Source: an optimization exercise on an open RTL-to-GDS flow (aim: small area and a short achievable clock period). Production flows keep margins and buffers that such runs may drop.
No run shown here included a check of the RTL's function; only the layout flow was run.
Power figures rest on the tool's default switching activity, not on a simulated workload.

==> design.v <==
`default_nettype none
module wbps_regs (
   input  wire logic          clock,
   input  wire logic          reset,
   input  wire logic          psel,
   input  wire logic          penable,
   input  wire logic          pwrite,
   input  wire logic [5:0]    paddr,
   input  wire logic [63:0]   pwdata,
   output logic      [63:0]   prdata,
   output logic               pready,
   output logic [127:0]       pattern,
   output logic [15:0]        wildcard_mask,
   output logic [4:0]         pattern_length,
   output logic [63:0]        region_base
);
   logic [63:0] pattern_low_ff, pattern_high_ff, region_base_ff;
   logic [15:0] wildcard_mask_ff;
   logic [4:0]  pattern_length_ff;
   logic [2:0]  index;
   logic        write_strobe;
   logic [63:0] wdata;
   assign index = paddr[5:3];
   assign write_strobe = psel && penable && pwrite;
   assign wdata = reset ? 64'd0 : pwdata;
   assign pready = 1'b1;
   assign pattern = {pattern_high_ff, pattern_low_ff};
   assign wildcard_mask = wildcard_mask_ff;
   assign pattern_length = pattern_length_ff;
   assign region_base = region_base_ff;
   always_ff @(posedge clock) begin
      if (reset || (write_strobe && index == 3'd0)) pattern_low_ff <= wdata;
      if (reset || (write_strobe && index == 3'd1)) pattern_high_ff <= wdata;
      if (reset || (write_strobe && index == 3'd2)) wildcard_mask_ff <= wdata[15:0];
      if (reset || (write_strobe && index == 3'd3)) pattern_length_ff <= wdata[4:0];
      if (reset || (write_strobe && index == 3'd4)) region_base_ff <= wdata;
   end
   always_comb begin
      case (index)
         3'd0:    prdata = pattern_low_ff;
         3'd1:    prdata = pattern_high_ff;
         3'd2:    prdata = {48'd0, wildcard_mask_ff};
         3'd3:    prdata = {59'd0, pattern_length_ff};
         3'd4:    prdata = region_base_ff;
         default: prdata = '0;
      endcase
   end
endmodule
`default_nettype wire
`default_nettype none
module wbps_match (
   input  wire logic [7:0]   data,
   input  wire logic [127:0] pattern,
   input  wire logic [15:0]  wildcard_mask,
   output logic [15:0]       match
);
   always_comb begin
      for (int i = 0; i < 16; i++) begin
         match[i] = wildcard_mask[i] || (data == pattern[8 * i +: 8]);
      end
   end
endmodule
`default_nettype wire
`default_nettype none
module wbps_core (
   input  wire logic          clock,
   input  wire logic          reset,
   input  wire logic [127:0]  pattern,
   input  wire logic [15:0]   wildcard_mask,
   input  wire logic [4:0]    pattern_length,
   input  wire logic [63:0]   region_base,
   input  wire logic          req_valid,
   output logic               req_ready,
   input  wire logic [7:0]    req_data_byte,
   input  wire logic          req_last_byte,
   output logic               rsp_valid,
   input  wire logic          rsp_ready,
   output logic               rsp_found,
   output logic [63:0]        rsp_match_address
);
   localparam int OFFSET_BITS = 32;    
   localparam int W = OFFSET_BITS;
   logic        in_valid_ff;
   logic [15:0] in_match_ff;
   logic        in_last_ff;
   logic        first_ff;       
   logic        done_ff;        
   logic [4:0]  count_ff;       
   logic [14:0] prefix_ff;
   logic [W:0]  addr_ff;        
   logic        out_valid_ff;
   logic        out_found_ff;
   logic        advance, step;
   logic [4:0]  length;
   logic [16:0] length_sel;
   logic [15:0] match;
   logic [15:0] prefix;
   logic        done;
   logic        hit;
   logic [4:0]  count_next;
   logic        full;
   logic [W-1:0] stop_offset;
   logic [W-1:0] stop_carry_in;
   logic [W-1:0] stop_carry_out;
   logic        stop;
   logic        inc;
   logic [W:0]  addr_cur;
   logic [W:0]  addr_ones;
   logic [63-W:0] base_ones;
   assign advance = !out_valid_ff || rsp_ready;
   assign step = in_valid_ff && advance;
   assign req_ready = !in_valid_ff || advance;
   assign length = (pattern_length > 5'd16) ? 5'd16 : pattern_length;
   always_comb begin
      for (int l = 0; l <= 16; l++) begin
         length_sel[l] = (length == 5'(l));
      end
   end
   wbps_match u_match (
      .data          (req_data_byte),
      .pattern       (pattern),
      .wildcard_mask (wildcard_mask),
      .match         (match)
   );
   always_comb begin
      prefix[0] = in_match_ff[0];
      for (int i = 1; i < 16; i++) begin
         prefix[i] = in_match_ff[i] && prefix_ff[i - 1] && !first_ff;
      end
   end
   assign done = done_ff && !first_ff;
   assign hit = |(length_sel[16:1] & prefix) && !done;
   assign count_next = first_ff ? 5'd1 : (count_ff[4] ? count_ff : count_ff + 5'd1);
   assign full = (count_next >= length);
   assign stop_offset = {{(W-5){1'b1}}, ~length};
   assign stop_carry_in = region_base[W-1:0] ^ stop_offset ^ addr_ff[W-1:0];
   assign stop_carry_out = (region_base[W-1:0] & stop_offset)
      | ((region_base[W-1:0] | stop_offset) & ~addr_ff[W-1:0]);
   assign stop = !first_ff && (stop_carry_in == {stop_carry_out[W-2:0], 1'b0});
   assign inc = full && !hit && !stop;
   assign addr_cur = first_ff ? {1'b0, region_base[W-1:0]} : addr_ff;
   always_comb begin
      addr_ones[0] = 1'b1;
      for (int k = 1; k <= W; k++) begin
         addr_ones[k] = addr_ones[k - 1] && addr_cur[k - 1];
      end
      base_ones[0] = 1'b1;
      for (int k = 1; k < 64 - W; k++) begin
         base_ones[k] = base_ones[k - 1] && region_base[W + k - 1];
      end
   end
   always_ff @(posedge clock) begin
      if (reset) begin
         in_valid_ff <= 1'b0;
         first_ff <= 1'b1;
         out_valid_ff <= 1'b0;
      end else begin
         if (req_ready) in_valid_ff <= req_valid;
         if (step) first_ff <= in_last_ff;
         if (advance) out_valid_ff <= step && (hit || (in_last_ff && !done));
      end
   end
   always_ff @(posedge clock) begin
      if (req_ready) begin
         in_match_ff <= match;
         in_last_ff <= req_last_byte;
      end
      if (step) begin
         done_ff <= done || hit;
         count_ff <= count_next;
         prefix_ff <= prefix[14:0];
         addr_ff <= addr_cur ^ (addr_ones & {(W+1){inc}});
         out_found_ff <= hit;
      end
   end
   assign rsp_valid = out_valid_ff;
   assign rsp_found = out_found_ff;
   assign rsp_match_address = out_found_ff
      ? {region_base[63:W] ^ (base_ones & {(64-W){addr_ff[W]}}), addr_ff[W-1:0]} : 64'd0;
endmodule
`default_nettype wire
`default_nettype none
module wildcard_byte_pattern_search (
   input  wire logic          clock,
   input  wire logic          reset,
   input  wire logic          req_valid,
   output logic               req_ready,
   input  wire logic [7:0]    req_data_byte,
   input  wire logic          req_last_byte,
   output logic               rsp_valid,
   input  wire logic          rsp_ready,
   output logic               rsp_found,
   output logic [63:0]        rsp_match_address,
   input  wire logic          psel,
   input  wire logic          penable,
   input  wire logic          pwrite,
   input  wire logic [5:0]    paddr,
   input  wire logic [63:0]   pwdata,
   output logic      [63:0]   prdata,
   output logic               pready
);
   logic [127:0] pattern;
   logic [15:0]  wildcard_mask;
   logic [4:0]   pattern_length;
   logic [63:0]  region_base;
   wbps_regs u_regs (
      .clock          (clock),
      .reset          (reset),
      .psel           (psel),
      .penable        (penable),
      .pwrite         (pwrite),
      .paddr          (paddr),
      .pwdata         (pwdata),
      .prdata         (prdata),
      .pready         (pready),
      .pattern        (pattern),
      .wildcard_mask  (wildcard_mask),
      .pattern_length (pattern_length),
      .region_base    (region_base)
   );
   wbps_core u_core (
      .clock             (clock),
      .reset             (reset),
      .pattern           (pattern),
      .wildcard_mask     (wildcard_mask),
      .pattern_length    (pattern_length),
      .region_base       (region_base),
      .req_valid         (req_valid),
      .req_ready         (req_ready),
      .req_data_byte     (req_data_byte),
      .req_last_byte     (req_last_byte),
      .rsp_valid         (rsp_valid),
      .rsp_ready         (rsp_ready),
      .rsp_found         (rsp_found),
      .rsp_match_address (rsp_match_address)
   );
endmodule
`default_nettype wire
==> flow/run.sh <==
#!/bin/bash
# The standard layout, with the port buffers that placement inserts made
# sky130_fd_sc_hd__buf_1 instead of the resizer's default choice.
set -euo pipefail
export BUFFER_PORTS_ARGS="-buffer_cell sky130_fd_sc_hd__buf_1"
bash standard.sh > standard.log 2>&1
==> standard.sh <==
#!/bin/bash
# synth_recipe.tcl (not shown) runs the flow's synth.tcl, then flattens the netlist and writes it again
# the make line also repeats each setting of config.mk as NAME=value (left out here)
make -C /OpenROAD-flow-scripts/flow DESIGN_CONFIG=/design/flow/config.mk WORK_HOME=/design/flow/orfs CLKGATE_MAP_FILE= SYNTH_SCRIPT=/design/flow/synth_recipe.tcl "${@:-finish}"
==> config.mk <==
export PLATFORM = sky130hd
export DESIGN_NAME = wildcard_byte_pattern_search
export DESIGN_NICKNAME = wildcard_byte_pattern_search
export VERILOG_FILES = /design/flow/design.v
export SDC_FILE = /design/flow/constraint.sdc
export NUM_CORES = 4
export LEC_CHECK = 0
export CAP_MARGIN = 20
export CORE_MARGIN = 2
export CORE_UTILIZATION = 40
export PLACE_DENSITY = 0.6
export SETUP_SLACK_MARGIN = 3.4
export SLEW_MARGIN = 20
==> constraint.sdc <==
create_clock -name core_clock -period 7.2 [get_ports {clock}]
set_input_delay 1.4400 -clock core_clock [delete_from_list [all_inputs] [get_ports {clock}]]
set_output_delay 1.4400 -clock core_clock [all_outputs]
set_load 0.01 [all_outputs]
==> results of run 1 <==
==> metrics by stage <==
stage / hold slack, ns / utilization, % / area [um2] / total power, mW
after floorplan: 0.4180 / - / 16730 / 2.612
after global routing: 0.4614 / 51.62 / 21120 / 4.798
after global placement: 0.4382 / 43.98 / 18000 / 2.856
final: 0.4516 / 51.62 / 21120 / 4.644
after detailed placement: 0.4377 / 43.98 / 18000 / 2.868
after CTS: 0.4426 / 50.50 / 20670 / 4.617
==> cell type report <==
cell class	count	area (um2)	share of cell area (%)
sequential	288	8620	40.80
multi-input combinational	1060	8223	38.93
timing repair buffer	311	2415	11.43
clock buffer	36	794.5	3.761
tap	532	665.6	3.151
clock inverter	21	227.7	1.078
inverter	47	178.9	0.8470
==> routing by layer <==
layer  vias up  part of all wire, %  track usage, %
met4         0                  4.0           9.244
met3       121                  7.0           3.495
met5         -                    0               0
met1      6459                   41           32.67
li1       5865                    -               -
met2       556                   48           40.67
==> cell usage after synthesis, drive strengths merged, types with 4 or more instances <==
cell type,count
nand2b,4
a21boi,6
buf,25
mux2,9
or3,6
nor3,6
a31oi,10
inv,46
o2111ai,4
nand3,38
o211ai,9
a211oi,7
xor2,117
o22ai,7
a41o,17
nand2,65
nor2b,75
nand4,19
and4,5
nor2,157
clkbuf,59
xnor2,96
and2,67
ha,34
nor4,27
o21ai,29
mux2i,76
edfxtp,285
a22oi,13
and3,17
fa,5
nand4b,8
a21oi,75
==> worst max-delay path: stages, from the launching register on <==
cell and delay (ns):
edfxtp_1 0.46, and4_4 0.27, and4_4 0.24, and4_4 0.28
nand4_1 0.20, buf_4 0.22, nor2_4 0.07, xor2_1 0.14
and2_1 0.13, buf_2 0.12
==> what timing repair did <==
action | 4_1_cts | 5_1_grt
endpoints found under the setup margin | 92 | 107
buffers inserted | 37 | 11
gates cloned | 23 | 1
gates resized for setup | 228 | 109
endpoints found under the hold margin | 0 | 0
pin swaps | 52 | 41
==> worst max path at each step <==
| stage | start | endpoint | slack [ns] | cells past startpoint |
|---|---|---|---|---|
| 6_report | u_core.addr_ff[32] | rsp_match_address[61] | 3.02 | 9 |
| 5_1_grt | u_regs.region_base_ff[41] | rsp_match_address[61] | 2.87 | 9 |
| 4_1_cts | u_core.addr_ff[32] | rsp_match_address[61] | 3.01 | 9 |
| 3_5_place_dp | paddr[5] | prdata[11] | 2.17 | 7 |
| 3_3_place_gp | paddr[5] | prdata[11] | 2.16 | 7 |
| 2_1_floorplan | paddr[3] | u_regs.pattern_low_ff[0] | 2.77 | 4 |
==> report_power, final <==
part / total, mW / switching [mW] / leakage, nW / internal, mW
Sequential: 2.16 / 0.151 / 2.78 / 2.01
Combinational: 0.853 / 0.486 / 4.70 / 0.367
Clock: 1.63 / 0.698 / 0.491 / 0.936
Total: 4.64 / 1.33 / 7.97 / 3.31
==> kinds of logic after synthesis <==
family                   synth area share [%]
adder cells (fa/ha/maj)                 3.167
flip-flops                              51.93
AO/OA/AOI/OAI                           8.754
buffers and inverters                   3.197
other                                 0.02260
multiplexers                            5.195
XOR/XNOR                                11.24
AND/OR/NAND/NOR                         16.49
==> registers in the layout (all words and copies together) (netlist names), 5 cells and up <==
register,cells
u_core.addr_ff,33
u_regs.wildcard_mask_ff,16
u_core.prefix_ff,15
u_regs.pattern_length_ff,5
u_core.in_match_ff,16
u_regs.region_base_ff,64
u_regs.pattern_high_ff,64
u_regs.pattern_low_ff,64
u_core.count_ff,5
==> summary.txt, run 1 <==
Mean Syn Cell Area=~11 um2; Num CTS Buffers=31; Cell Area, Synth=16590 um2; H-tree Lvls=1; Post-Syn Instances=around 1500; # diodes=0; synth warn=3; die width=roughly 210 um; 1st-iter DRT viols=about 1100; vias in the first global route=around 13000; Yosys reg bits=288; Hold Startpoint=u_core.in_match_ff[0]; Die ar.=43130 um2; Critical Path End Type=output pin; FMAX=about 240 MHz; pin count of the biggest net entering global routing=between 70 and 80; pre-CTS setup slack=between 2 and 2.5 ns; RSZ-0062 raised after global routing=yes; Layout Nets=1864; Remaining DRCs=0; height of the die=about 210 um; Buffers on Ports=213; initial antenna violation count=0; Worst-Margin Slew=approximately 1.0 ns; fin crit period=4.178 ns; Seq/Total Area, Yosys=about half; drt via density=between 5 and 6; critical path class=flip-flop to output pin; routability cong.=0.9062; Critical Path RT=around 5.8 ns; most common library cell in the layout ignoring fill and taps=edfxtp_1; Main synth FF type=edfxtp_1; WL per Instance=24.11 um; Setup Skew=approximately 0.0085 ns; CTS sink count=between 200 and 300; CTS tree=built; non-filler instance count after layout=approximately 2300; clock tree buffer depth=3; setup TNS=0 ns; DR vias=13001; maxcap violations=0; clk slew on worst S/H paths=0.06 ns; crit path DAT=roughly 2.7 ns; R2R Path End=u_core.addr_ff[14]; ys async rst share=0%; wirelength, routed=approximately 55000 um; worst skew pair latency=about 0.60 ns; CP Launch Type=flip-flop; power per cell area=~220 nW/um2; DP HPWL=between 30000 and 40000 um; syn nets=roughly 1600; Leak=between 7 and 8 nW; Slew headroom=approximately 33%; Hold Buf Count CTS=0; reg2reg setup slack=3.52 ns; hold depth=0; Final setup viols=0; core region area=approximately 40000 um2; Worst R2R Start=u_regs.pattern_length_ff[1]; hold crit path type=flip-flop to flip-flop; peak supply drop=0.2398 mV; Placed Cells=~2200; Clock Tree Root=clkbuf_16; most frequent cells in the layout=285 x edfxtp_1, 131 x nor2_1, 129 x buf_1; layout cells sized above 1=between 20 and 25%; total iterations of the first detailed-routing run=5; Final WS setup=about 3.0 ns; first-pass GRT wire length=approximately 80000 um; Layout area overhead=27.29%; count of final hold-check violations=0; Core Rows=74; Endpoint, Worst Hold=u_core.prefix_ff[0]; run status=timing/DRC/antenna clean; Post-synth EDFFs=between 200 and 300; Slew Limit Fails=0; all-layer global routing usage=about 25%; CP Max Fanout=5; Synth cell types=86; fill count=~3600; r2r worst-path depth=10; Initial Util=40.55%; post-synth top area share=between 50 and 60%; Yosys top cell by area=edfxtp_1; most area-consuming cells after synthesis=edfxtp_1 52%, xor2_1 6.2%, xnor2_1 5.1%; post-route ant nets=0; I/O pin cnt=218; period utilisation layout=around three fifths; grt ovf=0
==> inputs of run 2 (changes only) <==
==> run.sh (new file) <==
#!/bin/bash
# synth_recipe.tcl (not shown) runs the flow's synth.tcl, then flattens the netlist and writes it again
# the make line also repeats each setting of config.mk as NAME=value (left out here)
make -C /OpenROAD-flow-scripts/flow DESIGN_CONFIG=/design/flow/config.mk WORK_HOME=/design/flow/orfs CLKGATE_MAP_FILE= SYNTH_SCRIPT=/design/flow/synth_recipe.tcl finish
--- a/config.mk
+++ b/config.mk
@@ -7,7 +7,7 @@
 export LEC_CHECK = 0
 export CAP_MARGIN = 20
 export CORE_MARGIN = 2
-export CORE_UTILIZATION = 40
-export PLACE_DENSITY = 0.6
+export CORE_UTILIZATION = 65
+export PLACE_DENSITY = 0.75
 export SETUP_SLACK_MARGIN = 3.4
 export SLEW_MARGIN = 20
removed: flow/run.sh
removed: standard.sh
==> run 2 against run 1 <==
- count of clock-buffer cells in the layout down 2
- wire length up 17%
- critical endpoint is now rsp_match_address[62]
- worst setup slack worse by 0.19 ns
- largest cell class unchanged
- cell area up 5.8%
- highest routed layer unchanged
- synthesized area unchanged
- utilization up 37 points
- first-iteration DRC count up 120%
- largest power group unchanged
==> summary.txt, run 2 <==
CP Max Fanout=5 (unchanged); run status=timing/DRC/antenna clean; grt ovf=0 (unchanged); H-tree Lvls=1 (unchanged); count leader, synth=edfxtp_1; CTS tree=built; height of the die=163.8 um (-21%); Yosys reg bits=288 (unchanged); ys async rst share=0% (unchanged); Initial Util=66.09% (+26 points); Post-synth EDFFs=285 (unchanged); Yosys top cell by area=edfxtp_1; most common library cell in the layout ignoring fill and taps=edfxtp_1; Die ar.=26820 um2 (-38%); Post-Syn Instances=1478 (unchanged); Clock power frac=33.7% (-1.5 points); Remaining DRCs=0 (unchanged); peak supply drop=0.2175 mV (-9.3%); DP HPWL=31470 um (-7.1%); critical path class=flip-flop to output pin; register share of total power=45.7% (-0.7 points); Worst-Margin Slew=0.9555 ns (-0.05593 ns); Setup Skew=0.03223 ns (+0.02374 ns); pin count of the biggest net entering global routing=57 (-27%); first-pass GRT wire length=82730 um (+2.9%); crit path DAT=2.93 ns (+0.19 ns); most frequent cells in the layout=285 x edfxtp_1, 128 x nor2_1, 117 x xor2_1, 117 x clkdlybuf4s50_1, 88 x xnor2_1; 1st-iter DRT viols=2447 (+120%); Post-synth top cells=285 x edfxtp_1, 157 x nor2_1, 117 x xor2_1; switch share=29.89% (+1.1 points); Critical Path End Type=output pin; routability cong.=0.9415 (+3.9%); Logic pwr share=20.7% (+2.3 points); fill count=1012 (-72%); Critical Path RT=5.76 ns (about the same); Net Switching=1.429 mW (+7.1%); post-synth top area share=51.57% (unchanged); period utilisation layout=60.66% (+2.6 points); fin crit period=4.368 ns (+0.1896 ns); drt via density=7.048 (+24%); RSZ-0062 raised after global routing=yes; die width=163.8 um (-21%); worst skew pair latency=0.60 ns (about the same); clk slew on worst S/H paths=0.07 ns (about the same); pre-CTS setup slack=1.629 ns (-0.5409 ns); CP Launch Type=flip-flop; power per cell area=213.9 nW/um2 (-2.7%); most area-consuming cells after synthesis=edfxtp_1 52%, xor2_1 6.2%, xnor2_1 5.1%; Mean Syn Cell Area=11.23 um2 (unchanged); DR vias=15251 (+17%); Num CTS Buffers=30 (-3.2%); Slew headroom=36.30% (+3.7 points); hold crit path type=flip-flop to flip-flop; Final setup viols=0 (unchanged); layout cells sized above 1=26.36% (+4.0 points); synth warn=3 (unchanged); clock tree buffer depth=3 (unchanged); Slew Limit Fails=0 (unchanged); Synth cell types=86 (unchanged); Core Rows=58 (-22%); FMAX=229.0 MHz (-4.3%); Seq/Total Area, Yosys=51.93% (unchanged); initial antenna violation count=1 (+1); Hold Buf Count CTS=0 (unchanged); Buffers on Ports=213 (unchanged); count of final hold-check violations=0 (unchanged); all-layer global routing usage=41.27% (+17 points); Clock Tree Root=clkbuf_16; Cell Area, Synth=16590 um2 (unchanged); setup TNS=0 ns (unchanged); Int Power=3.352 mW (+1.3%); CTS sink count=288 (unchanged); Main synth FF type=edfxtp_1; biggest regs=u_regs.pattern_high_ff: 64 flops, u_regs.pattern_low_ff: 64 flops, u_regs.region_base_ff: 64 flops; syn nets=1603 (unchanged); post-route ant nets=0 (unchanged); WL per Instance=29.95 um (+24%); I/O pin cnt=218 (unchanged); maxcap violations=0 (unchanged); total iterations of the first detailed-routing run=6 (+1); Layout Nets=1934 (+3.8%); Leak=8.780 nW (+10%); core region area=25110 um2 (-39%); vias in the first global route=13921 (+9.4%); Final WS setup=2.832 ns (-0.1896 ns); Layout area overhead=34.74%; wirelength, routed=64810 um (+17%)
-- run 2: cell counts after synthesis --
Identical to the previous run, type by type.
-- run 2: cell type report --
cell class / instances / area [um2] / area share (%)
Clock buffer: 34 / 765.7 / 3.425
Clock inverter: 21 / 210.2 / 0.9401
Tap cell: 330 / 412.9 / 1.847
Timing Repair Buffer: 381 / 3851 / 17.22
Sequential cell: 288 / 8622 / 38.56
Multi-Input combinational cell: 1061 / 8313 / 37.18
Inverter: 47 / 178.9 / 0.8002
Antenna cell: 2 / 5.005 / 0.02238
-- run 2: through the flow --
stage,power [mW],utilization (%),instance area (um2),instances,hold WS (ns)
finish,4.782,89.05,22360,2164,0.4856
floorplan,2.612,-,16730,1478,0.4180
global route,4.855,89.03,22350,2162,0.5025
CTS,4.548,85.09,21360,2116,0.4665
global placement,2.915,75.78,19030,1963,0.4283
detailed placement,2.936,75.78,19030,1963,0.4571
-- run 2: logic make-up (layout without fill, tap and decap cells) --
group | after synthesis | in the layout | share of synthesized area [%]
XOR/XNOR | 213 | 213 | 11.24
flip-flops | 288 | 288 | 51.93
multiplexers | 85 | 85 | 5.195
other | 1 | 3 | 0.02260
buffers and inverters | 131 | 483 | 3.197
adder cells (fa/ha/maj) | 39 | 39 | 3.167
AND/OR/NAND/NOR | 511 | 513 | 16.49
AO/OA/AOI/OAI | 210 | 210 | 8.754
-- run 2: what timing repair did --
| action | in CTS | in global routing |
|---|---|---|
| pin swaps | 56 | 100 |
| setup endpoints to repair | 120 | 105 |
| cloned | 17 | 3 |
| gates resized for setup | 512 | 153 |
| buffers inserted | 81 | 43 |
-- run 2: path summary, 6_finish.rpt --
check                          end                   startpoint  slack (ns)  cells after the start
max          rsp_match_address[62]           u_core.addr_ff[32]        2.83                      8
min            u_core.prefix_ff[0]        u_core.in_match_ff[0]        0.49                      0
max reg2reg     u_core.addr_ff[14]  u_regs.pattern_length_ff[1]        3.32                     10
min reg2reg    u_core.prefix_ff[0]        u_core.in_match_ff[0]        0.49                      0
-- run 2: routing by layer --
layer / share of wire, % / global-route usage, %
met1: 33 / 53.36
met2: 45 / 66.71
met3: 14 / 7.854
met4: 8.5 / 21.33
met5: 0 / 0
-- run 2: worst max-delay path, cell delays in order (launching register included) --
cell and delay, ns:
edfxtp_1 0.42, and4_4 0.27, and4_4 0.28, and4_4 0.31
nand4_1 0.21, buf_4 0.21, or3_4 0.33, a21boi_2 0.17
buf_2 0.15
-- run 2: power by group through the flow --
stage / sequential, mW / combinational [mW] / clock (mW)
after floorplan: 2.12 / 0.495 / 0
after global placement: 2.17 / 0.744 / 0
after detailed placement: 2.18 / 0.758 / 0
after CTS: 2.15 / 0.854 / 1.55
after global routing: 2.19 / 1.03 / 1.64
final: 2.18 / 0.989 / 1.61
==> inputs of run 3 (changes only) <==
--- a/design.v
+++ b/design.v
@@ -12,14 +12,17 @@
    output logic [127:0]       pattern,
    output logic [15:0]        wildcard_mask,
    output logic [4:0]         pattern_length,
-   output logic [63:0]        region_base
-);
+   output logic [63:0]        region_base,
+   output logic [5:0]         region_base_hi_ones
+);
+   localparam int OFFSET_BITS = 32;    
    logic [63:0] pattern_low_ff, pattern_high_ff, region_base_ff;
    logic [15:0] wildcard_mask_ff;
    logic [4:0]  pattern_length_ff;
    logic [2:0]  index;
    logic        write_strobe;
    logic [63:0] wdata;
+   logic [5:0]  base_hi_ones_ff, base_hi_ones_in;
    assign index = paddr[5:3];
    assign write_strobe = psel && penable && pwrite;
    assign wdata = reset ? 64'd0 : pwdata;
@@ -28,12 +31,22 @@
    assign wildcard_mask = wildcard_mask_ff;
    assign pattern_length = pattern_length_ff;
    assign region_base = region_base_ff;
+   assign region_base_hi_ones = base_hi_ones_ff;
+   always_comb begin
+      base_hi_ones_in = 6'(64 - OFFSET_BITS);
+      for (int k = 63 - OFFSET_BITS; k >= 0; k--) begin
+         if (!wdata[OFFSET_BITS + k]) base_hi_ones_in = 6'(k);
+      end
+   end
    always_ff @(posedge clock) begin
       if (reset || (write_strobe && index == 3'd0)) pattern_low_ff <= wdata;
       if (reset || (write_strobe && index == 3'd1)) pattern_high_ff <= wdata;
       if (reset || (write_strobe && index == 3'd2)) wildcard_mask_ff <= wdata[15:0];
       if (reset || (write_strobe && index == 3'd3)) pattern_length_ff <= wdata[4:0];
-      if (reset || (write_strobe && index == 3'd4)) region_base_ff <= wdata;
+      if (reset || (write_strobe && index == 3'd4)) begin
+         region_base_ff <= wdata;
+         base_hi_ones_ff <= base_hi_ones_in;
+      end
    end
    always_comb begin
       case (index)
@@ -69,6 +82,7 @@
    input  wire logic [15:0]   wildcard_mask,
    input  wire logic [4:0]    pattern_length,
    input  wire logic [63:0]   region_base,
+   input  wire logic [5:0]    region_base_hi_ones,
    input  wire logic          req_valid,
    output logic               req_ready,
    input  wire logic [7:0]    req_data_byte,
@@ -144,9 +158,8 @@
       for (int k = 1; k <= W; k++) begin
          addr_ones[k] = addr_ones[k - 1] && addr_cur[k - 1];
       end
-      base_ones[0] = 1'b1;
-      for (int k = 1; k < 64 - W; k++) begin
-         base_ones[k] = base_ones[k - 1] && region_base[W + k - 1];
+      for (int k = 0; k < 64 - W; k++) begin
+         base_ones[k] = (region_base_hi_ones >= 6'(k));
       end
    end
    always_ff @(posedge clock) begin
@@ -203,6 +216,7 @@
    logic [15:0]  wildcard_mask;
    logic [4:0]   pattern_length;
    logic [63:0]  region_base;
+   logic [5:0]   region_base_hi_ones;
    wbps_regs u_regs (
       .clock          (clock),
       .reset          (reset),
@@ -216,7 +230,8 @@
       .pattern        (pattern),
       .wildcard_mask  (wildcard_mask),
       .pattern_length (pattern_length),
-      .region_base    (region_base)
+      .region_base    (region_base),
+      .region_base_hi_ones (region_base_hi_ones)
    );
    wbps_core u_core (
       .clock             (clock),
@@ -225,6 +240,7 @@
       .wildcard_mask     (wildcard_mask),
       .pattern_length    (pattern_length),
       .region_base       (region_base),
+      .region_base_hi_ones (region_base_hi_ones),
       .req_valid         (req_valid),
       .req_ready         (req_ready),
       .req_data_byte     (req_data_byte),
==> flow/run.sh (new file) <==
#!/bin/bash
# The standard layout, with the port buffers that placement inserts made
# sky130_fd_sc_hd__buf_1 instead of the resizer's default choice.
set -euo pipefail
export BUFFER_PORTS_ARGS="-buffer_cell sky130_fd_sc_hd__buf_1"
bash standard.sh > standard.log 2>&1
==> standard.sh (new file) <==
#!/bin/bash
# synth_recipe.tcl (not shown) runs the flow's synth.tcl, then flattens the netlist and writes it again
# the make line also repeats each setting of config.mk as NAME=value (left out here)
make -C /OpenROAD-flow-scripts/flow DESIGN_CONFIG=/design/flow/config.mk WORK_HOME=/design/flow/orfs CLKGATE_MAP_FILE= SYNTH_SCRIPT=/design/flow/synth_recipe.tcl "${@:-finish}"
--- a/config.mk
+++ b/config.mk
@@ -7,7 +7,7 @@
 export LEC_CHECK = 0
 export CAP_MARGIN = 20
 export CORE_MARGIN = 2
-export CORE_UTILIZATION = 65
-export PLACE_DENSITY = 0.75
+export CORE_UTILIZATION = 40
+export PLACE_DENSITY = 0.6
 export SETUP_SLACK_MARGIN = 3.4
 export SLEW_MARGIN = 20
removed: run.sh
==> run 3 against run 2 <==
- still clean
- sequential share of layout area is 2.9 points higher
- synthesized area is 2.2% higher
- fmax is 10% higher
- register-to-register slack better by 0.33 ns
- worst hold slack worse by 0.0022 ns
- critical path depth stayed put
- largest cell class unchanged
- highest routed layer is now met5
==> summary.txt, run 3 <==
Seq/Total Area, Yosys=51.89% (about the same); Critical Path RT=5.76 ns (about the same); Critical Path End Type=output pin; CTS sink count=294 (+2.1%); Leak=8.111 nW (-7.6%); hold depth=0 (unchanged); Post-synth EDFFs=291 (+2.1%); Yosys top cell by area=edfxtp_1; Cell Area, Synth=16960 um2 (+2.2%); core region area=41850 um2 (+67%); count of final hold-check violations=0 (unchanged); Setup Skew=0.02252 ns (-0.009716 ns); peak supply drop=0.1760 mV (-19%); crit path DAT=2.53 ns (-0.40 ns); Clock Tree Root=clkbuf_16; critical path class=input pin to output pin; Layout area overhead=25.08%; Initial Util=40.52% (-26 points); clock tree buffer depth=3 (unchanged); ys async rst share=0% (unchanged); Mean Syn Cell Area=10.96 um2 (-2.4%); count leader, synth=edfxtp_1; CTS tree=built; Main synth FF type=edfxtp_1; wirelength, routed=53940 um (-17%); WL per Instance=22.98 um (-23%); clk slew on worst S/H paths=0.06 ns (about the same); grt ovf=0 (unchanged); Hold Buf Count CTS=0 (unchanged); maxcap violations=0 (unchanged); H-tree Lvls=2 (+1); Synth cell types=75 (-13%); initial antenna violation count=2 (+1); power per cell area=226.3 nW/um2 (+5.8%); most frequent cells in the layout=291 x edfxtp_1, 170 x nor2_1, 147 x xor2_1; setup TNS=0 ns (unchanged); Layout Nets=1907 (-1.4%); Worst-Margin Slew=1.004 ns (+0.04816 ns); all-layer global routing usage=24.00% (-17 points); FMAX=252.1 MHz (+10%); routability cong.=0.8833 (-6.2%); Hold Startpoint=u_core.in_match_ff[0]; Core Rows=75 (+29%); die width=209.9 um (+28%); RSZ-0062 raised after global routing=yes; DP HPWL=36270 um (+15%); # diodes=0 (-2); switch share=28.02% (-1.9 points); 1st-iter DRT viols=1042 (-57%); worst skew pair latency=0.53 ns (-0.07 ns); DR vias=13105 (-14%); Buffers on Ports=213 (unchanged); pin count of the biggest net entering global routing=82 (+44%); fin crit period=3.967 ns (-0.4005 ns); Int Power=3.454 mW (+3.0%); biggest regs=u_regs.pattern_high_ff: 64 flops, u_regs.pattern_low_ff: 64 flops, u_regs.region_base_ff: 64 flops; hold crit path type=flip-flop to flip-flop; I/O pin cnt=218 (unchanged); Final setup viols=0 (unchanged); Num CTS Buffers=34 (+13%); most common library cell in the layout ignoring fill and taps=edfxtp_1; run status=timing/DRC/antenna clean; Hold WS=0.4834 ns (-0.002223 ns); CP startpoint=paddr[5]; layout cells sized above 1=18.25% (-8.1 points); Worst R2R Start=u_core.first_ff; CP Launch Type=input pin; Die ar.=44060 um2 (+64%); Yosys reg bits=294 (+2.1%); period utilisation layout=55.10% (-5.6 points); post-synth top area share=51.53% (about the same); first-pass GRT wire length=78850 um (-4.7%); Net Switching=1.345 mW (-5.9%); vias in the first global route=12785 (-8.2%); height of the die=209.9 um (+28%); Remaining DRCs=0 (unchanged); synth warn=3 (unchanged); most area-consuming cells after synthesis=edfxtp_1 52%, xor2_1 7.6%, mux2i_1 5.0%; CP Max Fanout=8 (+3); total iterations of the first detailed-routing run=6 (unchanged); Post-synth top cells=291 x edfxtp_1, 189 x nor2_1, 147 x xor2_1; r2r worst-path depth=10 (unchanged); register share of total power=45.6% (about the same); Slew headroom=33.09% (-3.2 points); post-route ant nets=0 (unchanged); Post-Syn Instances=1547 (+4.7%); drt via density=5.584 (-21%); fill count=3755 (+270%); Slew Limit Fails=0 (unchanged); Clock power frac=36.5% (+2.8 points); syn nets=1671 (+4.2%); Logic pwr share=17.8% (-2.9 points)
==> run 3: cell count changes after synthesis, moves of 10 or more <==
cell	delta
inv_1	+10
nand2_1	+20
nand3_1	-10
nor2_1	+32
o21ai_0	+18
xnor2_1	-30
xor2_1	+30
==> run 3: area by class of cell <==
type	count	area [um2]	share of cell area, %
Tap cell	539	674.4	3.180
Sequential cell	294	8800	41.49
Clock inverter	15	192.7	0.9085
Timing Repair Buffer	284	2026	9.551
Multi-Input combinational cell	1112	8374	39.48
Inverter	57	216.5	1.021
Clock buffer	46	927.1	4.371
==> run 3: timing repair <==
item	CTS	global route
cloned	15	0
setup buffers	34	2
setup endpoints to repair	133	97
gates resized for setup	222	81
pin swaps	42	37
==> run 3: routing by layer <==
layer  GRT usage [%]  wire [um]  vias up
met5               0         13        -
met2           40.14      26040      498
met4           7.068       1387        2
li1                -          -     6003
met3           3.412       3470       81
met1           32.50      23030     6521
==> run 3: final timing paths <==
path                          to  slack (ns)
max                   prdata[34]        3.23
min          u_core.prefix_ff[0]        0.48
max reg2reg   u_core.addr_ff[12]        3.65
min reg2reg  u_core.prefix_ff[0]        0.48
==> run 3: through the flow <==
step | total power [mW] | cell area [um2] | setup slack (ns) | std cells | util, %
floorplan | 2.654 | 17060 | 3.351 | 1547 | -
global placement | 2.912 | 18250 | 2.143 | 2235 | 43.60
detailed placement | 2.923 | 18250 | 2.165 | 2235 | 43.60
CTS | 4.788 | 20830 | 3.218 | 2345 | 49.77
global route | 4.970 | 21210 | 3.196 | 2347 | 50.68
finish | 4.799 | 21210 | 3.233 | 2347 | 50.68
==> run 3: cell families (layout without fill, tap and decap cells) <==
group,after synthesis,after routing,synth area share [%]
AOI/OAI and AO/OA,217,217,8.286
other,1,1,0.02211
adders and majority gates,38,38,3.025
buffers and inverters,141,402,3.468
DFF,294,294,51.89
and+or+nand+nor,550,550,16.62
xor gates and xnor gates,213,213,11.00
muxes,93,93,5.689
==> run 3: power groups by stage <==
stage / sequential [mW] / combinational (mW) / clock, mW
after floorplan: 2.15 / 0.504 / 0
after global placement: 2.21 / 0.703 / 0
after detailed placement: 2.21 / 0.709 / 0
after CTS: 2.18 / 0.826 / 1.78
after global routing: 2.20 / 0.925 / 1.84
final: 2.19 / 0.856 / 1.75
==> run 3: worst max-delay path, cell delays in order <==
cell	delay (ns)
clkbuf_16	0.13
nor2b_4	0.19
buf_6	0.14
buf_12	0.12
buf_16	0.16
a21oi_4	0.08
nor2_2	0.12
buf_2	0.13
==> inputs of run 4 (changes only) <==
--- a/config.mk
+++ b/config.mk
@@ -5,6 +5,7 @@
 export SDC_FILE = /design/flow/constraint.sdc
 export NUM_CORES = 4
 export LEC_CHECK = 0
+export ABC_AREA = 1
 export CAP_MARGIN = 20
 export CORE_MARGIN = 2
 export CORE_UTILIZATION = 40
==> run 4 against run 3 <==
- critical path type unchanged
- synthesized area is 4.2% lower
- clock power shrank 3%
- worst setup slack got worse by 0.14 ns
- sequential share of layout area grew 1.9 points
- via count grew 3.1%
- cell area shrank 4.3%
- register-to-register slack worse by 0.23 ns
- global-route usage up 1.3 points
- largest cell class unchanged
- utilization grew 0.17 points
- critical path depth grew 1
- count of clock-buffer cells in the layout is 2 lower
- cell count up 6.0%
==> summary.txt, run 4 <==
period utilisation layout=57.02% (+1.9 points); Final Power=4.662 mW (-2.9%); Worst-Margin Slew=1.007 ns (+0.003213 ns); die width=205.5 um (-2.1%); Critical Path End Type=output pin; critical path class=input pin to output pin; Post-synth top cells=326 x nand2_1, 302 x inv_1, 291 x edfxtp_1; total iterations of the first detailed-routing run=6 (unchanged); CP Max Fanout=21 (+13); layout cells sized above 1=15.65% (-2.6 points); pin count of the biggest net entering global routing=58 (-29%); height of the die=205.5 um (-2.1%); routability cong.=0.9190 (+4.0%); all-layer global routing usage=25.29% (+1.3 points); Mean Syn Cell Area=9.626 um2 (-12%); I/O pin cnt=218 (unchanged); max incr delay on CP=0.30 ns (+0.11 ns); count of final hold-check violations=0 (unchanged); Critical Path RT=5.76 ns (about the same); hold crit path type=flip-flop to flip-flop; area of the multi-input gates=6646 um2 (-21%); most area-consuming cells after synthesis=edfxtp_1 54%, nand2_1 7.5%, inv_1 7.0%; grt ovf=0 (unchanged); Setup Skew=0.03250 ns (+0.009978 ns); DR vias=13511 (+3.1%); Slew Limit Fails=0 (unchanged); biggest regs=u_regs.pattern_high_ff: 64 flops, u_regs.pattern_low_ff: 64 flops, u_regs.region_base_ff: 64 flops; Remaining DRCs=0 (unchanged); worst skew pair latency=0.53 ns (about the same); CP Launch Type=input pin; count leader, synth=nand2_1; Register Area=8800 um2 (unchanged); initial antenna violation count=0 (-2); Leak=8.287 nW (+2.2%); Clock Tree Root=clkbuf_16; Layout area overhead=24.92%; CTS sink count=294 (unchanged); most frequent cells in the layout=321 x nand2_1, 292 x inv_1, 291 x edfxtp_1; Hold WS=0.4692 ns (-0.01416 ns); Cell Area, Synth=16250 um2 (-4.2%); wirelength, routed=55420 um (+2.7%); FMAX=243.6 MHz (-3.4%); Buffers on Ports=213 (unchanged); most common library cell in the layout ignoring fill and taps=nand2_1; Synth cell types=50 (-33%); 1st-iter DRT viols=1181 (+13%); WL per Instance=22.28 um (-3.0%); CTS tree=built; Final setup viols=0 (unchanged); setup TNS=0 ns (unchanged); Post-Syn Instances=1688 (+9.1%); crit path DAT=2.67 ns (+0.14 ns); Crit-path slowest cell=a221oi_4; Yosys reg bits=294 (unchanged); core region area=39910 um2 (-4.6%); Main synth FF type=edfxtp_1; fill count=3611 (-3.8%); Layout Nets=2063 (+8.2%); fin crit period=4.106 ns (+0.1383 ns); Initial Util=40.71% (+0.19 points); synth warn=3 (unchanged); vias in the first global route=13026 (+1.9%); syn nets=1812 (+8.4%); post-route ant nets=0 (unchanged); Core Rows=73 (-2.7%); Seq/Total Area, Yosys=54.15% (+2.3 points); Slew headroom=32.88% (-0.21 points); ys async rst share=0% (unchanged); Yosys top cell by area=edfxtp_1; maxcap violations=0 (unchanged); Hold Buf Count CTS=0 (unchanged); run status=timing/DRC/antenna clean; DP HPWL=38020 um (+4.8%); post-synth top area share=53.78% (+2.2 points); power per cell area=229.7 nW/um2 (+1.5%); Post-synth EDFFs=291 (unchanged); clock tree buffer depth=3 (unchanged); H-tree Lvls=2 (unchanged); clk slew on worst S/H paths=0.05 ns (about the same); sequence of cells on the critical path=buf_6 > nor2_4 > inv_2 > nor2_4 > buf_12 > buf_12 > a221oi_4 > o221ai_4 > buf_2; Die ar.=42250 um2 (-4.1%); RSZ-0062 raised after global routing=yes; # diodes=0 (unchanged); first-pass GRT wire length=78700 um (-0.18%); drt via density=5.433 (-2.7%); peak supply drop=0.1390 mV (-21%); Num CTS Buffers=35 (+2.9%)
[run 4: changes by cell type in the layout (fill, tap and decap cells not counted), sizes merged, moves of 40 or more]
cell | before | now
inv | 59 | 312
nand2 | 84 | 332
xor2 | 147 | 24
mux2i | 84 | 0
o221ai | 1 | 73
nor2b | 70 | 0
and2 | 60 | 3
nor2 | 189 | 132
nand3 | 28 | 68
[run 4: repair_timing]
action                                 in CTS  in global routing
pin swaps                                  10                 20
buffers inserted                           18                 16
setup endpoints to repair                  90                 83
gates resized for setup                   151                 84
gates cloned                                4                  5
endpoints found under the hold margin       0                  0
[run 4: layout make-up]
type	instances	area share, %
well taps	525	3.236
inverters	315	5.992
clock buffers	44	4.482
repair inverters	2	0.09247
flip-flops and latches	294	43.35
repair buffers	279	9.228
clock inverters	16	0.8692
multi-input cells	1012	32.75
[run 4: layer usage]
metal / up-vias / share of wire, % / global-route usage, %
met5: - / 0 / 0
met4: 0 / 4.1 / 9.532
met3: 105 / 7.5 / 3.595
met2: 664 / 48 / 42.94
met1: 6481 / 40 / 32.79
li1: 6261 / - / -
[run 4: kinds of logic after synthesis]
| kind of cell | share of synthesized area [%] |
|---|---|
| AO/OA/AOI/OAI | 12.30 |
| XOR/XNOR | 5.714 |
| adder cells (fa/ha/maj) | 3.157 |
| buffers and inverters | 9.133 |
| flip-flops | 54.15 |
| other | 0.02308 |
| AND/OR/NAND/NOR | 15.52 |
[run 4: power breakdown]
part           internal, mW  total (mW)  switching (mW)
sequential             2.04        2.14           0.100
combinational         0.294       0.818           0.524
clock                  1.01        1.70           0.693
[run 4: path summary, 6_finish.rpt]
check | start | endpoint | slack, ns | depth (start not counted)
setup / recovery | paddr[4] | prdata[1] | 3.09 | 9
hold / removal | u_core.in_match_ff[0] | u_core.prefix_ff[0] | 0.47 | 0
hold reg to reg | u_core.in_match_ff[0] | u_core.prefix_ff[0] | 0.47 | 0
setup reg to reg | u_regs.pattern_length_ff[2] | u_core.addr_ff[29] | 3.42 | 24
[run 4: critical path: cells and delay by family]
kind	cells	cell delay, ns
AO/OA/AOI/OAI	2	0.45
buffers and inverters	5	0.67
AND/OR/NAND/NOR	2	0.08
[run 4: metrics by stage]
stage               setup slack, ns  area, um2  utilization (%)  instances
global route                  3.054      20300            50.85       2487
CTS                           3.091      19690            49.32       2466
detailed placement            2.400      17720            44.38       2384
floorplan                     3.344      16350                -       1688
finish                        3.094      20300            50.85       2487
global placement              2.413      17720            44.38       2384
==> inputs of run 5 (changes only) <==
--- a/config.mk
+++ b/config.mk
@@ -5,10 +5,12 @@
 export SDC_FILE = /design/flow/constraint.sdc
 export NUM_CORES = 4
 export LEC_CHECK = 0
-export ABC_AREA = 1
 export CAP_MARGIN = 20
 export CORE_MARGIN = 2
 export CORE_UTILIZATION = 40
+export CTS_BUF_LIST = sky130_fd_sc_hd__clkbuf_8
+export CTS_CLUSTER_DIAMETER = 50
+export CTS_CLUSTER_SIZE = 20
 export PLACE_DENSITY = 0.6
 export SETUP_SLACK_MARGIN = 3.4
 export SLEW_MARGIN = 20
==> run 5 against run 4 <==
- die area increased by 4.3%
- clock power is 28% lower
- via count is 3.0% lower
- critical path depth decreased by 1
- combinational power is 4.8% higher
- synthesized cell count decreased by 8.4%
- fmax rose by 4.1%
- largest cell class unchanged
- largest power group unchanged
==> summary.txt, run 5 <==
Worst-Margin Slew=1.019 ns (+0.01170 ns); syn nets=1671 (-7.8%); CP Launch Type=input pin; die width=209.9 um (+2.1%); Remaining DRCs=0 (unchanged); most area-consuming cells after synthesis=edfxtp_1 52%, xor2_1 7.6%, mux2i_1 5.0%; worst skew pair latency=0.66 ns (+0.13 ns); Synth cell types=75 (+50%); register share of total power=51.3% (+5.3 points); post-synth top area share=51.53% (-2.2 points); Leak=7.942 nW (-4.2%); reg2reg setup slack=3.62 ns (+0.20 ns); Buffers on Ports=213 (unchanged); RSZ-0062 raised after global routing=yes; clock tree buffer depth=3 (unchanged); peak supply drop=0.1307 mV (-6.0%); Slew headroom=32.10% (-0.78 points); Hold Startpoint=u_core.in_match_ff[0]; count leader, synth=edfxtp_1; core region area=41850 um2 (+4.9%); height of the die=209.9 um (+2.1%); run status=timing/DRC/antenna clean; Critical Path RT=5.76 ns (about the same); most common library cell in the layout ignoring fill and taps=edfxtp_1; vias in the first global route=12732 (-2.3%); Worst R2R Start=u_core.first_ff; Endpoint, Worst Hold=u_core.prefix_ff[0]; r2r worst-path depth=10 (-58%); period utilisation layout=54.80% (-2.2 points); power per cell area=205.1 nW/um2 (-11%); Die ar.=44060 um2 (+4.3%); ys async rst share=0% (unchanged); critical path class=input pin to output pin; hold crit path type=flip-flop to flip-flop; Setup Skew=0.02887 ns (-0.003624 ns); Logic pwr share=20.1% (+2.5 points); Yosys reg bits=294 (unchanged); 1st-iter DRT viols=993 (-16%); total iterations of the first detailed-routing run=5 (-1); pin count of the biggest net entering global routing=82 (+41%); Critical Path End Type=output pin; maxcap violations=0 (unchanged); biggest regs=u_regs.pattern_high_ff: 64 flops, u_regs.pattern_low_ff: 64 flops, u_regs.region_base_ff: 64 flops; CTS tree=built; Layout Nets=1912 (-7.3%); I/O pin cnt=218 (unchanged); count of final hold-check violations=0 (unchanged); FMAX=253.4 MHz (+4.1%); wirelength, routed=54760 um (-1.2%); Clock power frac=28.6% (-7.8 points); initial antenna violation count=0 (unchanged); Post-synth top cells=291 x edfxtp_1, 189 x nor2_1, 147 x xor2_1; routability cong.=0.8833 (-3.9%); post-route ant nets=0 (unchanged); first-pass GRT wire length=78650 um (about the same); Mean Syn Cell Area=10.96 um2 (+14%); Layout area overhead=22.63%; WL per Instance=23.27 um (+4.4%); Net Switching=1.351 mW (+2.6%); all-layer global routing usage=23.78% (-1.5 points); Main synth FF type=edfxtp_1; Hold Buf Count CTS=0 (unchanged); Slew Limit Fails=0 (unchanged); most frequent cells in the layout=291 x edfxtp_1, 167 x nor2_1, 147 x xor2_1; setup TNS=0 ns (unchanged); Cell Area, Synth=16960 um2 (+4.4%); CP Max Fanout=8 (-62%); Final setup viols=0 (unchanged); Post-Syn Instances=1547 (-8.4%); CTS sink count=294 (unchanged); Final WS setup=3.254 ns (+0.1598 ns); Seq/Total Area, Yosys=51.89% (-2.3 points); pre-CTS setup slack=2.165 ns (-0.2343 ns); R2R Path End=u_core.addr_ff[12]; Placed Cells=2235 (-6.3%); Initial Util=40.52% (-0.19 points); H-tree Lvls=1 (-1); DR vias=13112 (-3.0%); Post-synth EDFFs=291 (unchanged); Yosys top cell by area=edfxtp_1; Num CTS Buffers=31 (-11%); Clock Tree Root=clkbuf_8; clk slew on worst S/H paths=0.08 ns (+0.03 ns); drt via density=5.572 (+2.6%); DP HPWL=36270 um (-4.6%); fin crit period=3.946 ns (-0.1598 ns); Core Rows=75 (+2.7%); switch share=31.69% (+3.4 points); non-filler instance count after layout=2353 (-5.4%); synth warn=3 (unchanged); grt ovf=0 (unchanged); Int Power=2.913 mW (-13%); crit path DAT=2.51 ns (-0.16 ns); hold depth=0 (unchanged); Final Power=4.264 mW (-8.5%); layout cells sized above 1=20.03% (+4.4 points)
## run 5: kinds of logic (layout without fill, tap and decap cells)
| logic type | Yosys count | in the layout | synth area share, % |
|---|---|---|---|
| xor+xnor | 213 | 213 | 11.00 |
| buf+inv | 141 | 405 | 3.468 |
| fa+ha+maj | 38 | 38 | 3.025 |
| mux | 93 | 93 | 5.689 |
| flops | 294 | 294 | 51.89 |
| simple gates | 550 | 551 | 16.62 |
| compound gates | 217 | 217 | 8.286 |
| other cells | 1 | 3 | 0.02211 |
## run 5: worst max-delay path, stage by stage
cell and delay [ns]:
clkbuf_16 0.14, nor2b_4 0.14, buf_6 0.12, buf_6 0.12
buf_16 0.15, a21oi_2 0.19, nor2_1 0.05, buf_2 0.14
## run 5: power groups by stage
stage | Clock, mW | Combinational, mW | Sequential (mW)
after floorplan | 0 | 0.504 | 2.15
after global placement | 0 | 0.703 | 2.21
after detailed placement | 0 | 0.709 | 2.21
after CTS | 1.24 | 0.811 | 2.17
after global routing | 1.30 | 0.927 | 2.20
final | 1.22 | 0.857 | 2.19
## run 5: final cells by class
type                       count  area, um2
antenna                        2      5.005
clock buffer                  31      426.7
clock inverter                26      272.8
fill                        3851      21060
inverter                      57      216.5
multi-input combinational   1113       8373
sequential                   294       8800
tap                          539      674.4
timing repair buffer         291       2027
## run 5: repair_timing
item,4_1_cts,5_1_grt
cloned,14,5
resized for setup,201,113
pin swaps,42,29
setup endpoints to repair,135,106
setup buffers,29,11
## run 5: per-layer routing
layer  vias up  share of wire, %  GRT usage [%]
met5         -                 0              0
li1       6008                 -              -
met3        80               5.6          2.888
met4         0               2.4          5.503
met1      6556                43          32.25
met2       468                49          40.83
## run 5: worst max-delay path by stage
stage / to / cells past startpoint / startpoint / slack (ns)
after floorplan: prdata[10] / 6 / paddr[3] / 3.35
after global routing: prdata[52] / 8 / paddr[5] / 3.22
after global placement: prdata[39] / 7 / paddr[3] / 2.14
after CTS: prdata[34] / 8 / paddr[5] / 3.24
after detailed placement: prdata[39] / 7 / paddr[3] / 2.17
final: prdata[46] / 8 / paddr[5] / 3.25
## run 5: metrics by stage
| stage | utilization, % | cell area [um2] | hold WS (ns) |
|---|---|---|---|
| after floorplan | - | 17060 | 0.4257 |
| after global placement | 43.60 | 18250 | 0.4620 |
| after detailed placement | 43.60 | 18250 | 0.4688 |
| after CTS | 48.19 | 20170 | 0.4884 |
| after global routing | 49.67 | 20790 | 0.4887 |
| final | 49.69 | 20790 | 0.4881 |
==> inputs of run 6 (changes only) <==
--- a/design.v
+++ b/design.v
@@ -19,6 +19,10 @@
    logic [63:0] pattern_low_ff, pattern_high_ff, region_base_ff;
    logic [15:0] wildcard_mask_ff;
    logic [4:0]  pattern_length_ff;
+   logic [63:0] pattern_low_n_ff, pattern_high_n_ff, region_base_n_ff;
+   logic [15:0] wildcard_mask_n_ff;
+   logic [4:0]  pattern_length_n_ff;
+   logic [63:0] wdata_n;
    logic [2:0]  index;
    logic        write_strobe;
    logic [63:0] wdata;
@@ -26,6 +30,12 @@
    assign index = paddr[5:3];
    assign write_strobe = psel && penable && pwrite;
    assign wdata = reset ? 64'd0 : pwdata;
+   assign wdata_n = ~wdata;
+   assign pattern_low_ff = ~pattern_low_n_ff;
+   assign pattern_high_ff = ~pattern_high_n_ff;
+   assign region_base_ff = ~region_base_n_ff;
+   assign wildcard_mask_ff = ~wildcard_mask_n_ff;
+   assign pattern_length_ff = ~pattern_length_n_ff;
    assign pready = 1'b1;
    assign pattern = {pattern_high_ff, pattern_low_ff};
    assign wildcard_mask = wildcard_mask_ff;
@@ -39,25 +49,42 @@
       end
    end
    always_ff @(posedge clock) begin
-      if (reset || (write_strobe && index == 3'd0)) pattern_low_ff <= wdata;
-      if (reset || (write_strobe && index == 3'd1)) pattern_high_ff <= wdata;
-      if (reset || (write_strobe && index == 3'd2)) wildcard_mask_ff <= wdata[15:0];
-      if (reset || (write_strobe && index == 3'd3)) pattern_length_ff <= wdata[4:0];
+      if (reset || (write_strobe && index == 3'd0)) pattern_low_n_ff <= wdata_n;
+      if (reset || (write_strobe && index == 3'd1)) pattern_high_n_ff <= wdata_n;
+      if (reset || (write_strobe && index == 3'd2)) wildcard_mask_n_ff <= wdata_n[15:0];
+      if (reset || (write_strobe && index == 3'd3)) pattern_length_n_ff <= wdata_n[4:0];
       if (reset || (write_strobe && index == 3'd4)) begin
-         region_base_ff <= wdata;
+         region_base_n_ff <= wdata_n;
          base_hi_ones_ff <= base_hi_ones_in;
       end
    end
-   always_comb begin
-      case (index)
-         3'd0:    prdata = pattern_low_ff;
-         3'd1:    prdata = pattern_high_ff;
-         3'd2:    prdata = {48'd0, wildcard_mask_ff};
-         3'd3:    prdata = {59'd0, pattern_length_ff};
-         3'd4:    prdata = region_base_ff;
-         default: prdata = '0;
-      endcase
-   end
+   wbps_rdata u_rdata (
+      .index          (index),
+      .pattern_low    (pattern_low_ff),
+      .pattern_high   (pattern_high_ff),
+      .wildcard_mask  (wildcard_mask_ff),
+      .pattern_length (pattern_length_ff),
+      .region_base    (region_base_ff),
+      .prdata         (prdata)
+   );
+endmodule
+`default_nettype wire
+`default_nettype none
+module wbps_rdata (
+   input  wire logic [2:0]    index,
+   input  wire logic [63:0]   pattern_low,
+   input  wire logic [63:0]   pattern_high,
+   input  wire logic [15:0]   wildcard_mask,
+   input  wire logic [4:0]    pattern_length,
+   input  wire logic [63:0]   region_base,
+   output logic      [63:0]   prdata
+);
+   logic [63:0] pair0, pair1, low4, high4;
+   assign pair0 = index[0] ? pattern_high : pattern_low;
+   assign pair1 = index[0] ? {59'd0, pattern_length} : {48'd0, wildcard_mask};
+   assign low4 = index[1] ? pair1 : pair0;
+   assign high4 = (index[1] || index[0]) ? 64'd0 : region_base;
+   assign prdata = index[2] ? high4 : low4;
 endmodule
 `default_nettype wire
 `default_nettype none
--- a/config.mk
+++ b/config.mk
@@ -8,9 +8,6 @@
 export CAP_MARGIN = 20
 export CORE_MARGIN = 2
 export CORE_UTILIZATION = 40
-export CTS_BUF_LIST = sky130_fd_sc_hd__clkbuf_8
-export CTS_CLUSTER_DIAMETER = 50
-export CTS_CLUSTER_SIZE = 20
 export PLACE_DENSITY = 0.6
 export SETUP_SLACK_MARGIN = 3.4
 export SLEW_MARGIN = 20
==> run 6 against run 5 <==
- still clean
- sequential share of layout area decreased by 0.66 points
- utilization increased by 2.1 points
- synthesized area decreased by 2.6%
- critical endpoint is now prdata[26]
- largest power group unchanged
==> summary.txt, run 6 <==
syn nets=1613 (-3.5%); Remaining DRCs=0 (unchanged); Crit-path slowest cell=nand2b_4; Post-synth EDFFs=291 (unchanged); Mean Syn Cell Area=11.09 um2 (+1.2%); DR vias=13087 (-0.19%); Cell Area, Synth=16520 um2 (-2.6%); setup TNS=0 ns (unchanged); run status=timing/DRC/antenna clean; vias in the first global route=12748 (+0.13%); period utilisation layout=54.63% (-0.17 points); Num CTS Buffers=34 (+9.7%); Main synth FF type=edfxtp_1; Yosys top cell by area=edfxtp_1; power per cell area=226.8 nW/um2 (+11%); peak supply drop=0.1349 mV (+3.2%); Leak=7.882 nW (-0.75%); RSZ-0062 raised after global routing=yes; Seq/Total Area, Yosys=53.26% (+1.4 points); most frequent cells in the layout=291 x edfxtp_1, 192 x xor2_1, 149 x buf_1; Slew headroom=25.96% (-6.1 points); die width=207.2 um (-1.3%); hold crit path type=flip-flop to flip-flop; drt via density=5.702 (+2.3%); Placed Cells=2167 (-3.0%); Layout area overhead=27.88%; Clock power frac=36.3% (+7.7 points); clock tree buffer depth=3 (unchanged); most area-consuming cells after synthesis=edfxtp_1 53%, xor2_1 10%, mux2i_1 3.5%; CP startpoint=paddr[5]; critical path class=input pin to output pin; CP Max Fanout=6 (-2); core region area=40830 um2 (-2.4%); grt ovf=0 (unchanged); Layout Nets=1860 (-2.7%); Int Power=3.436 mW (+18%); Critical Path End Type=output pin; ys async rst share=0% (unchanged); post-synth top area share=52.90% (+1.4 points); Die ar.=42940 um2 (-2.5%); CTS tree=built; switch share=28.28% (-3.4 points); Slew Limit Fails=0 (unchanged); wirelength, routed=55480 um (+1.3%); Post-Syn Instances=1489 (-3.7%); all-layer global routing usage=24.85% (+1.1 points); routability cong.=0.8507 (-3.7%); layout cells sized above 1=20.94% (+0.91 points); Buffers on Ports=213 (unchanged); Initial Util=40.46% (-0.059 points); pin count of the biggest net entering global routing=71 (-13%); Post-synth top cells=291 x edfxtp_1, 192 x xor2_1, 150 x nor2_1; WL per Instance=24.17 um (+3.9%); crit path DAT=2.49 ns (-0.02 ns); register share of total power=45.7% (-5.6 points); CTS sink count=294 (unchanged); Hold Startpoint=u_core.in_match_ff[0]; Critical Path RT=5.76 ns (about the same); first-pass GRT wire length=80210 um (+2.0%); post-route ant nets=0 (unchanged); FMAX=254.2 MHz (+0.32%); Yosys reg bits=294 (unchanged); maxcap violations=0 (unchanged); clk slew on worst S/H paths=0.06 ns (-0.02 ns); count of final hold-check violations=0 (unchanged); Worst R2R Start=u_regs.pattern_length_n_ff[4]; cell family with most CP delay=buffers and inverters; Register Area=8800 um2 (unchanged); Synth cell types=75 (unchanged); Clock Tree Root=clkbuf_16; area of the multi-input gates=8240 um2 (-1.6%); fill count=3591 (-6.8%); sequence of cells on the critical path=buf_12 > buf_16 > buf_12 > nand2b_4 > nor2_1 > a21oi_2 > nor2_1 > buf_2; Logic pwr share=18.1% (-2.0 points); most common library cell in the layout ignoring fill and taps=edfxtp_1; Net Switching=1.355 mW (+0.27%); worst path bufs/invs=4 (-1); synth warn=3 (unchanged); Setup Skew=0.02660 ns (-0.002267 ns); Hold Buf Count CTS=0 (unchanged); height of the die=207.2 um (-1.3%); max incr delay on CP=0.22 ns (+0.03 ns); Core Rows=74 (-1.3%); biggest regs=u_regs.pattern_high_n_ff: 64 flops, u_regs.pattern_low_n_ff: 64 flops, u_regs.region_base_n_ff: 64 flops; I/O pin cnt=218 (unchanged); fin crit period=3.933 ns (-0.01254 ns); DP HPWL=34420 um (-5.1%); total iterations of the first detailed-routing run=5 (unchanged); non-filler instance count after layout=2295 (-2.5%); CP Launch Type=input pin; worst skew pair latency=0.53 ns (-0.13 ns); Worst-Margin Slew=1.111 ns (+0.09205 ns); count leader, synth=edfxtp_1; H-tree Lvls=2 (+1); initial antenna violation count=3 (+3); 1st-iter DRT viols=1093 (+10%); Final setup viols=0 (unchanged)
-- run 6: cell type report --
cell class | instances | area share [%]
flip-flops and latches | 294 | 41.65
multi-input cells | 1073 | 39.01
repair buffers | 295 | 10.10
clock buffers | 44 | 4.401
well taps | 532 | 3.151
clock inverters | 18 | 0.8706
inverters | 38 | 0.8055
diodes | 1 | 0.01185
-- run 6: power by group through the flow --
stage	Sequential (mW)	Combinational [mW]	Clock [mW]
after floorplan	2.15	0.478	0
after global placement	2.20	0.671	0
after detailed placement	2.21	0.679	0
after CTS	2.17	0.804	1.76
after global routing	2.20	0.929	1.82
final	2.19	0.866	1.74
-- run 6: cells by family after synthesis --
group,after synthesis,synth area share (%)
fa+ha+maj,38,3.105
flops,294,53.26
xor+xnor,218,11.56
other cells,1,0.02270
simple gates,498,15.08
mux,73,4.885
compound gates,238,9.013
buf+inv,129,3.075
-- run 6: final timing paths --
path / end / slack, ns / cells after the start
worst max-delay path: prdata[26] / 3.27 / 8
worst min-delay path: u_core.prefix_ff[0] / 0.47 / 0
worst max register to register: u_core.addr_ff[24] / 3.64 / 11
worst min register to register: u_core.prefix_ff[0] / 0.47 / 0
-- run 6: per-layer routing --
metal,global-route usage (%),vias to the layer above,share of wire (%)
li1,-,5885,-
met1,32.78,6478,41
met2,42.00,584,48
met3,3.268,136,6.4
met4,8.990,4,4.3
met5,0,-,0.050
-- run 6: repair_timing --
item                       in CTS  in global routing
setup buffers                  24                 15
hold endpoints to repair        0                  0
setup endpoints to repair      78                 82
gates cloned                   25                  1
pin swaps                      21                 37
resized for setup             199                157
-- run 6: through the flow --
stage / worst slack [ns] / hold WS [ns] / power [mW] / utilization [%] / instance area (um2)
after floorplan: 2.469 / 0.4268 / 2.628 / - / 16710
after global placement: 2.125 / 0.4671 / 2.872 / 43.69 / 17840
after detailed placement: 2.135 / 0.4769 / 2.886 / 43.69 / 17840
after CTS: 3.251 / 0.4814 / 4.734 / 49.93 / 20390
after global routing: 3.257 / 0.4904 / 4.952 / 51.73 / 21120
final: 3.267 / 0.4718 / 4.791 / 51.74 / 21130
==> inputs of run 7 (changes only) <==
--- a/config.mk
+++ b/config.mk
@@ -11,3 +11,5 @@
 export PLACE_DENSITY = 0.6
 export SETUP_SLACK_MARGIN = 3.4
 export SLEW_MARGIN = 20
+export SYNTH_HIERARCHICAL = 1
+export SYNTH_MINIMUM_KEEP_SIZE = 0
==> run 7 against run 6 <==
- cell count up 8.5%
- worst hold slack worse by 0.0044 ns
- fmax down 2.4%
- non-clock buffer count down 14
- die area up 5.7%
- via count up 1.9%
- worst setup slack worse by 0.097 ns
- count of clock-buffer cells in the layout up 3
- critical path depth down 2
- utilization down 2.6 points
- highest routed layer is now met4
==> summary.txt, run 7 <==
Core Rows=76 (+2.7%); maxcap violations=0 (unchanged); H-tree Lvls=2 (unchanged); run status=timing/DRC/antenna clean; Yosys top cell by area=edfxtp_1; switch share=28.89% (+0.61 points); peak supply drop=0.1379 mV (+2.2%); count of final hold-check violations=0 (unchanged); all-layer global routing usage=23.84% (-1.0 points); Critical Path End Type=output pin; most common library cell in the layout ignoring fill and taps=edfxtp_1; Leak=8.932 nW (+13%); register share of total power=44.3% (-1.4 points); CTS tree=built; CP Launch Type=input pin; most area-consuming cells after synthesis=edfxtp_1 50%, xor2_1 6.2%, inv_1 5.8%; ys async rst share=0% (unchanged); count leader, synth=edfxtp_1; Post-synth EDFFs=291 (unchanged); period utilisation layout=55.97% (+1.3 points); power per cell area=223.5 nW/um2 (-1.4%); FMAX=248.2 MHz (-2.4%); wirelength, routed=54190 um (-2.3%); critical path class=input pin to output pin; layout cells sized above 1=12.65% (-8.3 points); Remaining DRCs=0 (unchanged); Cell Area, Synth=17480 um2 (+5.8%); Die ar.=45380 um2 (+5.7%); vias in the first global route=12873 (+0.98%); crit path DAT=2.59 ns (+0.10 ns); WL per Instance=21.76 um (-10%); fin crit period=4.030 ns (+0.09656 ns); Int Power=3.364 mW (-2.1%); syn nets=1762 (+9.2%); DR vias=13338 (+1.9%); pin count of the biggest net entering global routing=65 (-8.5%); Placement Cell Area=18830 um2 (+5.5%); Worst-Margin Slew=0.7652 ns (-0.3454 ns); Crit-path slowest cell=nor2b_4; CTS sink count=294 (unchanged); # diodes=0 (-1); initial antenna violation count=0 (-3); Final WS setup=3.170 ns (-0.09656 ns); post-synth top area share=50.00% (-2.9 points); most frequent cells in the layout=291 x edfxtp_1, 265 x inv_1, 175 x buf_1; Initial Util=40.57% (+0.11 points); Yosys reg bits=294 (unchanged); Layout area overhead=21.10%; first-pass GRT wire length=79410 um (-1.0%); Main synth FF type=edfxtp_1; CP Max Fanout=6 (unchanged); Post-synth top cells=291 x edfxtp_1, 268 x inv_1, 123 x xor2_1; Final setup viols=0 (unchanged); 1st-iter DRT viols=1143 (+4.6%); post-layout util=49.13% (-2.6 points); routability cong.=0.8885 (+4.4%); drt via density=5.357 (-6.1%); Placed Cells=2382 (+9.9%); Layout Nets=2004 (+7.7%); clock tree buffer depth=3 (unchanged); max incr delay on CP=0.25 ns (+0.03 ns); DP HPWL=36460 um (+5.9%); worst skew pair latency=0.56 ns (+0.03 ns); Net Switching=1.367 mW (+0.87%); Num CTS Buffers=37 (+8.8%); total iterations of the first detailed-routing run=5 (unchanged); Seq/Total Area, Yosys=50.34% (-2.9 points); Final Power=4.731 mW (-1.2%); reg2reg setup slack=3.58 ns (-0.06 ns); grt ovf=0 (unchanged); clk slew on worst S/H paths=0.05 ns (about the same)
## run 7: cell types whose count changed after synthesis, sizes merged, moves of 34 or more
cell     before  now
inv          38  271
xnor2        26  103
xor2        192  123
a21oi        78   28
a2bb2oi       0   48
nor2        151  107
o21ai        68   27
clkbuf       66   32
mux2i        57   91
## run 7: per-module statistics from Yosys, one instance, submodules excluded, excerpt
module,cells inside,cell area (um2),flip-flops and latches,times used
wbps_regs,586,8134,219,1
wbps_rdata,231,1689,0,1
wbps_core,629,6070,75,1
wbps_match,192,1584,0,1
## run 7: cells by family after synthesis
kind of cell / after synthesis / share of synthesized area, %
AO/OA/AOI/OAI: 198 / 8.777
XOR/XNOR: 226 / 11.33
AND/OR/NAND/NOR: 434 / 12.63
multiplexers: 97 / 5.598
other: 1 / 0.02146
flip-flops: 294 / 50.34
buffers and inverters: 350 / 8.369
adder cells (fa/ha/maj): 38 / 2.935
## run 7: timing repair
| action | 4_1_cts | 5_1_grt |
|---|---|---|
| gates cloned | 16 | 1 |
| resized for setup | 128 | 40 |
| pin swaps | 10 | 9 |
| buffers inserted | 20 | 7 |
| setup endpoints to repair | 118 | 82 |
| endpoints found under the hold margin | 0 | 0 |
## run 7: area by class of cell
class / count / area [um2]
sequential: 294 / 8802
tap: 585 / 732.0
timing repair buffer: 281 / 1829
inverter: 271 / 1031
multi-input combinational: 995 / 7685
clock inverter: 17 / 111.4
fill: 3892 / 21910
clock buffer: 47 / 973.4
## run 7: critical path, delay by kind of cell
family	cells	cell delay [ns]
buffers and inverters	3	0.48
AND/OR/NAND/NOR	2	0.45
AO/OA/AOI/OAI	1	0.22
## run 7: layer usage
metal	track usage, %	wire [um]	up-vias	share of wire [%]
met3	3.074	4135	108	7.6
met2	39.25	25600	638	47
li1	-	-	6124	-
met1	32.19	22760	6468	42
met5	0	0	-	0
met4	8.874	1691	0	3.1
## run 7: path summary, 6_finish.rpt
path / startpoint / end / cells after the start
setup / recovery: paddr[3] / prdata[15] / 6
hold / removal: u_core.in_match_ff[0] / u_core.prefix_ff[0] / 0
setup reg to reg: u_regs.pattern_length_n_ff[4] / u_core.addr_ff[22] / 14
hold reg to reg: u_core.in_match_ff[0] / u_core.prefix_ff[0] / 0
## run 7: power groups by stage
stage | clock network (mW) | registers (mW) | logic, mW
after CTS | 1.72 | 2.09 | 0.917
after detailed placement | 0 | 2.13 | 0.827
after floorplan | 0 | 2.11 | 0.577
after global routing | 1.78 | 2.11 | 1.02
final | 1.70 | 2.09 | 0.940
after global placement | 0 | 2.13 | 0.816

==> static timing again, ports no longer ideal <==
Ports are ideal in the flow. The routed layouts listed here were re-timed in OpenROAD. Step 1 sets driving cells, clkbuf_16 on the clock port and buf_2 on the other inputs (assumed; they add their load-dependent delay and slew). Step 2 adds t to the input delays and takes it off the output delays; t is the mean of the earliest and latest rising clock arrival at the registers after step 1. Input paths then give back, and output paths get back, about the clock's delay inside the block. Three values: no drivers, after step 1, after step 2; two values: the first two.
run | t, ns | slack for setup (ns) | worst data-port slew with drivers (ns)
run 1 | 0.649 | 3.022 / 2.963 / 2.973 | 0.18
run 2 | 0.631 | 2.832 / 2.755 / 2.755 | 0.27
run 3 | 0.575 | 3.233 / 3.042 / 3.042 | 0.23
run 4 | 0.575 | 3.094 / 3.049 / 3.049 | 0.05
run 5 | 0.702 | 3.254 / 3.040 / 3.040 | 0.22
run 6 | 0.579 | 3.267 / 2.901 / 2.901 | 0.38
run 7 | 0.601 | 3.170 / 2.994 / 2.994 | 0.20
After both steps setup and hold are still met in every run listed. For run 6, which loses most, drivers alone change the setup slack by -0.366 ns; drivers and shift together by -0.366 ns.
